Source: an optimization exercise on an open RTL-to-GDS flow (aim: small area, a short achievable clock period and few clock cycles per item). Production flows keep margins and buffers that such runs may drop.
The RTL was checked by simulation tests, not by an equivalence proof against the original design.
No activity file was given, so power comes from the tool's default toggle rates.

## flow/design.v (module list and top-level ports; edited modules follow where they fit)
// module conv3x3_stream_engine: 2161 lines
// module csa_fa: 10 lines
// module pg_cell: 11 lines
// module g_cell: 8 lines
module conv3x3_stream_engine #(
    parameter int BIT_DEPTH = 8,
    parameter int IMG_W     = 28,
    parameter int IMG_H     = 28,
    parameter int ACC_W     = 20,
    parameter int ADDR_W    = 10
) (
    input  logic                 clk,
    input  logic                 rst,
    input  logic                 kernel_wr_en,
    input  logic [3:0]           kernel_wr_addr,
    input  logic [BIT_DEPTH-1:0] kernel_wr_data,
    input  logic                 start,
    input  logic [1:0]           stride,
    input  logic                 relu_en,
    input  logic [4:0]           shift_amt,
    input  logic                 pix_valid,
    input  logic [BIT_DEPTH-1:0] pix_data,
    output logic                 pix_ready,
    output logic                 out_valid,
    output logic [BIT_DEPTH-1:0] out_data,
    output logic [ADDR_W-1:0]    out_addr,
    input  logic                 out_ready,
    output logic                 busy,
    output logic                 done
);
  // ...
==> flow/flow/run.sh <==
#!/bin/bash
# Own layout flow: the standard synthesis and layout, with two changes to
# how the layout is made:
#  - ports are buffered with sky130_fd_sc_hd__buf_2 instead of the default
#    buffer the flow picks (a slow clock-delay cell);
#  - delay cells (clkdlybuf*, dlygate*, dlymetal*) are not used by the
#    resizer's slew/capacitance repair on signal nets.
# Each run of standard.sh writes its full output to a log file here.
set -euo pipefail
bash standard.sh synth > synth.log 2>&1
export BUFFER_PORTS_ARGS="-buffer_cell sky130_fd_sc_hd__buf_2"
export DONT_USE_CELLS="sky130_fd_sc_hd__clkdlybuf4s15_1 sky130_fd_sc_hd__clkdlybuf4s15_2 sky130_fd_sc_hd__clkdlybuf4s18_1 sky130_fd_sc_hd__clkdlybuf4s18_2 sky130_fd_sc_hd__clkdlybuf4s25_1 sky130_fd_sc_hd__clkdlybuf4s25_2 sky130_fd_sc_hd__clkdlybuf4s50_1 sky130_fd_sc_hd__clkdlybuf4s50_2 sky130_fd_sc_hd__dlygate4sd1_1 sky130_fd_sc_hd__dlygate4sd2_1 sky130_fd_sc_hd__dlygate4sd3_1 sky130_fd_sc_hd__dlymetal6s2s_1 sky130_fd_sc_hd__dlymetal6s4s_1 sky130_fd_sc_hd__dlymetal6s6s_1"
bash standard.sh > layout.log 2>&1
==> flow/standard.sh <==
#!/bin/bash
# synth_recipe.tcl (not shown) runs the flow's synth.tcl, then flattens the netlist and writes it again
# the make line also repeats each setting of config.mk as NAME=value (left out here)
make -C /OpenROAD-flow-scripts/flow DESIGN_CONFIG=/design/flow/config.mk WORK_HOME=/design/flow/orfs CLKGATE_MAP_FILE= SYNTH_SCRIPT=/design/flow/synth_recipe.tcl "${@:-finish}"
==> flow/config.mk <==
export PLATFORM = sky130hd
export DESIGN_NAME = conv3x3_stream_engine
export DESIGN_NICKNAME = conv3x3_stream_engine
export VERILOG_FILES = /design/flow/design.v
export SDC_FILE = /design/flow/constraint.sdc
export NUM_CORES = 4
export LEC_CHECK = 0
export CAP_MARGIN = 40
export CORE_MARGIN = 2
export CORE_UTILIZATION = 60
export CTS_BUF_LIST = sky130_fd_sc_hd__clkbuf_8
export CTS_CLUSTER_DIAMETER = 50
export CTS_CLUSTER_SIZE = 14
export SLEW_MARGIN = 55
export SYNTH_HIERARCHICAL = 1
==> flow/constraint.sdc <==
create_clock -name core_clock -period 13.0 [get_ports {clk}]
set_input_delay 2.6000 -clock core_clock [delete_from_list [all_inputs] [get_ports {clk}]]
set_output_delay 2.6000 -clock core_clock [all_outputs]
set_load 0.01 [all_outputs]
==> impl_metrics.env, run 1 <==
export IMPL_final_min_clock_period_ps=3950
export IMPL_relSlewSlack=0.505
export IMPL_power_density_mw_per_mm2=283
export IMPL_timing_fmax_ghz=0.253
export IMPL_reg2reg_depth=7
export IMPL_cpMaxStageDelayCell="edfxtp_1"
export IMPL_outcome="finished clean"
export IMPL_hold_ws_ps=368
export IMPL_cts_root_buf="clkbuf_8"
export IMPL_ios=56
export IMPL_highest_layer="met5"
export IMPL_critical_path_max_stage_delay_ps=800
export IMPL_seqPwrFrac=0.270
export IMPL_grt_setup_unrepaired="no"
export IMPL_post_route_util=0.646
export IMPL_clk_pin_slew_ps=80
export IMPL_std_cell_rows=93
export IMPL_cp_cell_sequence="nand2_1 > fa_1 > fa_1 > fa_1 > fa_1 > fa_1 > fa_1"
export IMPL_cp_required_ps=13570
export IMPL_tightest_slew_ps=742
export IMPL_nWellTaps=855
export IMPL_p_int_mw=6.98
export IMPL_grt_pass1_vias=22800
export IMPL_dpl_hpwl_mm=76.8
export IMPL_route_met2_wl_mm=46.5
export IMPL_nMultiInputCombCells=1650
Testbench counts, summed over its fixed seeds: cycles 25,476, items 14,027.
==> inputs of run 2 (changes only) <==
--- a/flow/design.v
+++ b/flow/design.v
@@ -93,30 +93,21 @@
             if (col_in == 5'd27) begin
                 col_in <= 5'd0;
                 row_in <= row_in + 5'd1;
             end else begin
                 col_in <= col_in + 5'd1;
             end
         end
     end
-    logic       rst_q, kw_v;
-    logic [3:0] kw_a;
-    logic [7:0] kw_d;
-    always_ff @(posedge clk) begin
-        rst_q <= rst;
-        kw_a  <= kernel_wr_addr;
-        kw_d  <= kernel_wr_data;
-        if (!rst) kw_v <= 1'b0;
-        else      kw_v <= !bsy && kernel_wr_en && (kernel_wr_addr < 4'd9);
-    end
-    wire [7:0] kw_dr = rst_q ? kw_d : 8'd0;
+    wire [7:0] kw_dr = rst ? kernel_wr_data : 8'd0;
+    wire       kw_go = !bsy && kernel_wr_en;
     always_ff @(posedge clk) begin
         for (int i = 0; i < 9; i++) begin
-            if (!rst_q || (kw_v && kw_a == 4'(i))) kr[i] <= kw_dr;
+            if (!rst || (kw_go && kernel_wr_addr == 4'(i))) kr[i] <= kw_dr;
         end
     end
     logic [7:0]      px_d;
     logic            px_v, px_e;
     logic [8*58-1:0] lbc;
     always_ff @(posedge clk) begin
         px_d <= pix_data;
         if (px_v) lbc <= {lbc[8*57-1:0], px_d};
==> impl_metrics.env, run 2 <==
export IMPL_cp_cell_sequence="buf_2 > nor2b_1 > nand3_1 > nor3b_2 > a41o_1 > nand2_1 > nor3_1 > inv_1"
export IMPL_leakage_nw=14.3
export IMPL_critical_path_max_stage_delay_ps=560
export IMPL_htreeDepth=3
export IMPL_antenna_found_initial=9
export IMPL_outcome="finished clean"
export IMPL_grt_pass1_vias=22700
export IMPL_hold_buffers=0
export IMPL_power_density_mw_per_mm2=292
export IMPL_dieArea_sq_mm=0.0664
export IMPL_clock_latency_ps=730
export IMPL_gp_congestion=1.02
export IMPL_floorplan_initialDensity=0.609
export IMPL_overflow=0
export IMPL_grt_pass1_wl_mm=148
export IMPL_tightest_slew_ps=769
export IMPL_grt_max_degree=87
export IMPL_cp_start_kind="input port"
export IMPL_largestRegisters="lbc x464, rp x88, kr x72"
export IMPL_std_cell_rows=92
export IMPL_cpMaxStageDelayCell="nor3b_2"
export IMPL_avgSynthCellArea_sq_um=14.9
export IMPL_critPathMaxFanout=10
export IMPL_placed_area_sq_mm=0.0397
export IMPL_drc_errors=0
export IMPL_clockBufferDepth=3
export IMPL_largest_reg_flops=464
export IMPL_finalSetupViolations=0
export IMPL_cp_required_ps=13590
export IMPL_gr_usage_all_layers=0.316
export IMPL_cts_inserted_buffers=75
export IMPL_final_max_slew_viol_count=0
export IMPL_finalCritPeriodShare=0.305
export IMPL_portBuffers=55
export IMPL_drt_first_iter_violations=2400
export IMPL_fp_coreArea_sq_mm=0.0633
export IMPL_worstPathArrival_ps=4560
export IMPL_placedCellCount=3368
export IMPL_end_kind="flip-flop"
export IMPL_vias=21100
export IMPL_drtAntennaViolNets=0
export IMPL_crit_type="input port to flip-flop"
export IMPL_finalWirelength_mm=101
export IMPL_post_route_util=0.653
export IMPL_hold_viol=0
export IMPL_mappedNetlistArea_sq_mm=0.0386
export IMPL_fin_cells=3508
export IMPL_drive_gt1_frac=0.0989
export IMPL_dpl_hpwl_mm=76.1
export IMPL_drtPass1Iterations=6
export IMPL_hold_class="flip-flop to flip-flop"
export IMPL_numClockSinks=741
export IMPL_stdcell_area_sq_mm=0.0414
export IMPL_postSynthCellCount=2596
export IMPL_clk_pin_slew_ps=90
export IMPL_cts_setup_buffers=0
export IMPL_cts_tree="built"
export IMPL_relSlewSlack=0.487
export IMPL_ios=56
export IMPL_drv_cap=0
export IMPL_finClkSkew_ps=74.1
export IMPL_post_cts_resized=0
export IMPL_area_delta_synth_final_pct=7.20
export IMPL_grt_setup_unrepaired="no"
export IMPL_fp_dieH_microns=258
export IMPL_wire_per_inst_microns=28.8
export IMPL_die_w_microns=258
export IMPL_cts_root_buf="clkbuf_8"
export IMPL_regMostFlops="lbc"
export IMPL_final_common_cell="edfxtp_1"
export IMPL_timing_fmax_ghz=0.252
export IMPL_layout_common_cells="edfxtp_1, fa_1, nand2_1, dfxtp_1, and2_1"
export IMPL_viasPerCell=6.01
export IMPL_final_nets=3219
export IMPL_setup_tns_ps=0
export IMPL_peakVddDrop_v=0.000508
export IMPL_final_min_clock_period_ps=3970
export IMPL_synth_warnings=9
[run 2: cell count changes in the layout (fill, tap and decap cells not counted), moves of 5 or more]
cell / previous run / this run
nor2_1: 56 / 48
dfxtp_1: 170 / 155
and2_1: 130 / 138
mux2_2: 15 / 22
o21ai_0: 11 / 21
o21ai_1: 13 / 1
nor2b_1: 9 / 14
o31ai_1: 1 / 7
a21oi_1: 19 / 11
clkinvlp_4: 5 / 0
[run 2: worst paths after layout]
check	start	endpoint	slack (ps)	depth (start not counted)
worst max-delay path	pix_valid	ndone_i	9030	8
worst min-delay path	rp[0]	sum[0]	370	1
worst max register to register	kr[1][3]	rp[53]	9070	7
worst min register to register	rp[0]	sum[0]	370	1
[run 2: report_power, final]
part	switching [mW]	internal [mW]	leakage [nW]
logic	3.88	3.51	6.68
registers	0.230	2.94	6.71
clock network	0.826	0.679	0.864
total	4.93	7.13	14.3
[run 2: layer usage]
metal	GRT usage	routed length (microns)
met4	0.139	5130
met5	0	36
met2	0.484	45900
met3	0.106	12000
met1	0.418	38100
[run 2: cell type report]
type	instances	area [sq um]
antenna	4	10.0
clock buffer	76	1050
clock inverter	54	507
fill	4512	21900
inverter	56	210
multi-input combinational	1636	17100
sequential	741	20700
tap	846	1060
timing repair buffer	95	732
[run 2: stage by stage]
| step | hold WS (ps) | setup WS, ps | power, mW |
|---|---|---|---|
| floorplan | 338 | 1670 | 8.49 |
| global placement | 341 | 8270 | 10.5 |
| detailed placement | 350 | 8310 | 10.6 |
| CTS | 370 | 9000 | 12.1 |
| global route | 399 | 8740 | 13.1 |
| finish | 368 | 9030 | 12.1 |
[run 2: critical path, delay by kind of cell]
family          cells  cell delay [ps]
simple gates        5             1520
compound gates      1              300
buf+inv             2              150
Testbench counts of run 2, summed over its fixed seeds: cycles 25,476, items 14,027.
==> inputs of run 3 (changes only) <==
--- a/flow/flow/run.sh
+++ b/flow/flow/run.sh
@@ -6,3 +6,5 @@
 #  - delay cells (clkdlybuf*, dlygate*, dlymetal*) are not used by the
-#    resizer's slew/capacitance repair on signal nets.
+#    resizer's slew/capacitance repair on signal nets;
+#  - the resizer's setup repair aims for 9.15 ns of slack at the design's
+#    13 ns clock, so that it resizes the few gates on paths slower than that.
 # Each run of standard.sh writes its full output to a log file here.
@@ -12,2 +14,3 @@
 export DONT_USE_CELLS="sky130_fd_sc_hd__clkdlybuf4s15_1 sky130_fd_sc_hd__clkdlybuf4s15_2 sky130_fd_sc_hd__clkdlybuf4s18_1 sky130_fd_sc_hd__clkdlybuf4s18_2 sky130_fd_sc_hd__clkdlybuf4s25_1 sky130_fd_sc_hd__clkdlybuf4s25_2 sky130_fd_sc_hd__clkdlybuf4s50_1 sky130_fd_sc_hd__clkdlybuf4s50_2 sky130_fd_sc_hd__dlygate4sd1_1 sky130_fd_sc_hd__dlygate4sd2_1 sky130_fd_sc_hd__dlygate4sd3_1 sky130_fd_sc_hd__dlymetal6s2s_1 sky130_fd_sc_hd__dlymetal6s4s_1 sky130_fd_sc_hd__dlymetal6s6s_1"
+export SETUP_SLACK_MARGIN=9.15
 bash standard.sh > layout.log 2>&1
==> impl_metrics.env, run 3 <==
export IMPL_outcome="finished clean"
export IMPL_finalWirelength_mm=102
export IMPL_grt_setup_unrepaired="yes"
export IMPL_finalSetupViolations=0
export IMPL_clock_latency_ps=700
export IMPL_clockBufferDepth=3
export IMPL_numClockSinks=741
export IMPL_final_common_cell="edfxtp_1"
export IMPL_grt_max_degree=90
export IMPL_dpl_hpwl_mm=75.0
export IMPL_final_max_slew_viol_count=0
export IMPL_drv_cap=0
export IMPL_largestRegisters="lbc x464, rp x88, kr x72"
export IMPL_cp_start_kind="flip-flop"
export IMPL_relSlewSlack=0.495
export IMPL_antenna_found_initial=4
export IMPL_critPathMaxFanout=8
export IMPL_clk_pin_slew_ps=80
export IMPL_drtPass1Iterations=6
export IMPL_grt_pass1_vias=22800
export IMPL_ios=56
export IMPL_finClkSkew_ps=61.7
export IMPL_overflow=0
export IMPL_drc_errors=0
export IMPL_cts_inserted_buffers=75
export IMPL_leakage_nw=14.5
export IMPL_timing_fmax_ghz=0.259
export IMPL_drive_gt1_frac=0.122
export IMPL_gr_usage_all_layers=0.317
export IMPL_final_nets=3266
export IMPL_mappedNetlistArea_sq_mm=0.0386
export IMPL_area_delta_synth_final_pct=8.46
export IMPL_std_cell_rows=92
export IMPL_finalCritPeriodShare=0.297
export IMPL_cts_tree="built"
export IMPL_vias=21600
export IMPL_postSynthCellCount=2596
export IMPL_end_kind="flip-flop"
export IMPL_crit_type="flip-flop to flip-flop"
export IMPL_fp_coreArea_sq_mm=0.0633
export IMPL_floorplan_initialDensity=0.609
export IMPL_setup_tns_ps=0
export IMPL_placed_area_sq_mm=0.0396
export IMPL_power_density_mw_per_mm2=294
export IMPL_dieArea_sq_mm=0.0664
export IMPL_worstPathArrival_ps=4400
export IMPL_cts_root_buf="clkbuf_8"
export IMPL_avgSynthCellArea_sq_um=14.9
export IMPL_peakVddDrop_v=0.000664
export IMPL_tightest_slew_ps=758
export IMPL_final_min_clock_period_ps=3860
export IMPL_n_fill_cell=4443
export IMPL_htreeDepth=3
export IMPL_fp_dieH_microns=258
export IMPL_cp_required_ps=13540
export IMPL_gp_congestion=1.03
export IMPL_wire_per_inst_microns=28.7
export IMPL_regMostFlops="lbc"
export IMPL_r2r_slack_ps=9140
export IMPL_hold_class="flip-flop to flip-flop"
export IMPL_largest_reg_flops=464
export IMPL_grt_pass1_wl_mm=149
export IMPL_portBuffers=55
export IMPL_layout_common_cells="edfxtp_1, fa_1, nand2_1, dfxtp_1, and2_1"
export IMPL_drtAntennaViolNets=0
export IMPL_hold_buffers=0
export IMPL_drt_first_iter_violations=2590
export IMPL_hold_viol=0
export IMPL_stdcell_area_sq_mm=0.0419
export IMPL_viasPerCell=6.06
export IMPL_die_w_microns=258
export IMPL_synth_warnings=9
-- run 3: layout make-up --
type	instances	area, sq um	area share
Tap cell	846	1060	0.0253
Sequential cell	741	20700	0.495
Clock inverter	53	420	0.0100
Clock buffer	82	1130	0.0270
Antenna cell	2	5.00	0.000120
Inverter	56	210	0.00502
Timing Repair Buffer	142	1110	0.0266
Multi-Input combinational cell	1636	17200	0.411
-- run 3: path summary, 6_finish.rpt --
kind / startpoint / end / depth (start not counted)
worst min register to register: rp[0] / sum[0] / 1
worst max register to register: kr[3][1] / rp[26] / 7
worst min-delay path: rp[0] / sum[0] / 1
worst max-delay path: kr[3][1] / rp[26] / 7
-- run 3: per-layer routing --
metal  up-vias  GRT usage  part of all wire
met2      1396      0.477              0.45
met5         -          0          0.000098
met1     11100      0.424              0.37
met4         2      0.147             0.055
li1       8764          -                 -
met3       340      0.107              0.12
-- run 3: what timing repair did --
item,CTS,global route
resized for setup,17,8
setup endpoints to repair,14,15
setup buffers,9,42
cloned,0,0
pin swaps,0,1
-- run 3: per-stage QoR --
step	setup WS, ps	std cells	util	total power [mW]	hold WS, ps
final	9140	3558	0.661	12.3	341
after global routing	9100	3557	0.661	13.3	342
after CTS	9090	3503	0.652	12.0	334
after detailed placement	8300	3359	0.626	10.5	346
after global placement	8490	3346	0.623	10.5	348
after floorplan	8950	2600	-	8.47	338
-- run 3: where the power goes --
group	total [mW]	switching [mW]	leakage (nW)	internal, mW
sequential	3.16	0.220	6.71	2.94
combinational	7.64	3.88	6.93	3.76
clock	1.49	0.819	0.854	0.669
-- run 3: critical path, stage by stage, from the launching register on --
cell	delay (ps)
edfxtp_1	780
nand2_1	180
fa_1	480
fa_1	480
fa_1	450
fa_1	430
fa_1	410
fa_1	470

==> static timing again, ports no longer ideal <==
Ports are ideal in the flow. The routed layouts listed here were re-timed in OpenROAD.
Step 1 sets driving cells, clkbuf_16 on the clock port and buf_2 on the other inputs (assumed; they add their load-dependent delay and slew).
Step 2 moves the port delays by t, midway between the first and last clock arrival at a register: inputs arrive t later, outputs are due t later. That takes back most of the time a late clock gives input paths.
Slacks: ideal ports / drivers / drivers and shift; pairs: ideal ports / drivers.
run	shift t [ns]	setup slack, ns	hold slack, ns	worst register clock-pin slew, ns
run 1	0.748	9.051 / 9.031 / 8.417	0.368 / 0.368 / 0.368	0.10 / 0.10
run 2	0.756	9.031 / 8.991 / 8.314	0.368 / 0.368 / 0.368	0.09 / 0.09
run 3	0.734	9.138 / 9.138 / 8.599	0.341 / 0.341 / 0.341	0.09 / 0.09
After both steps every run listed still meets setup and hold. For run 2, which loses most, drivers alone change the setup slack by -0.040 ns; drivers and shift together by -0.717 ns.
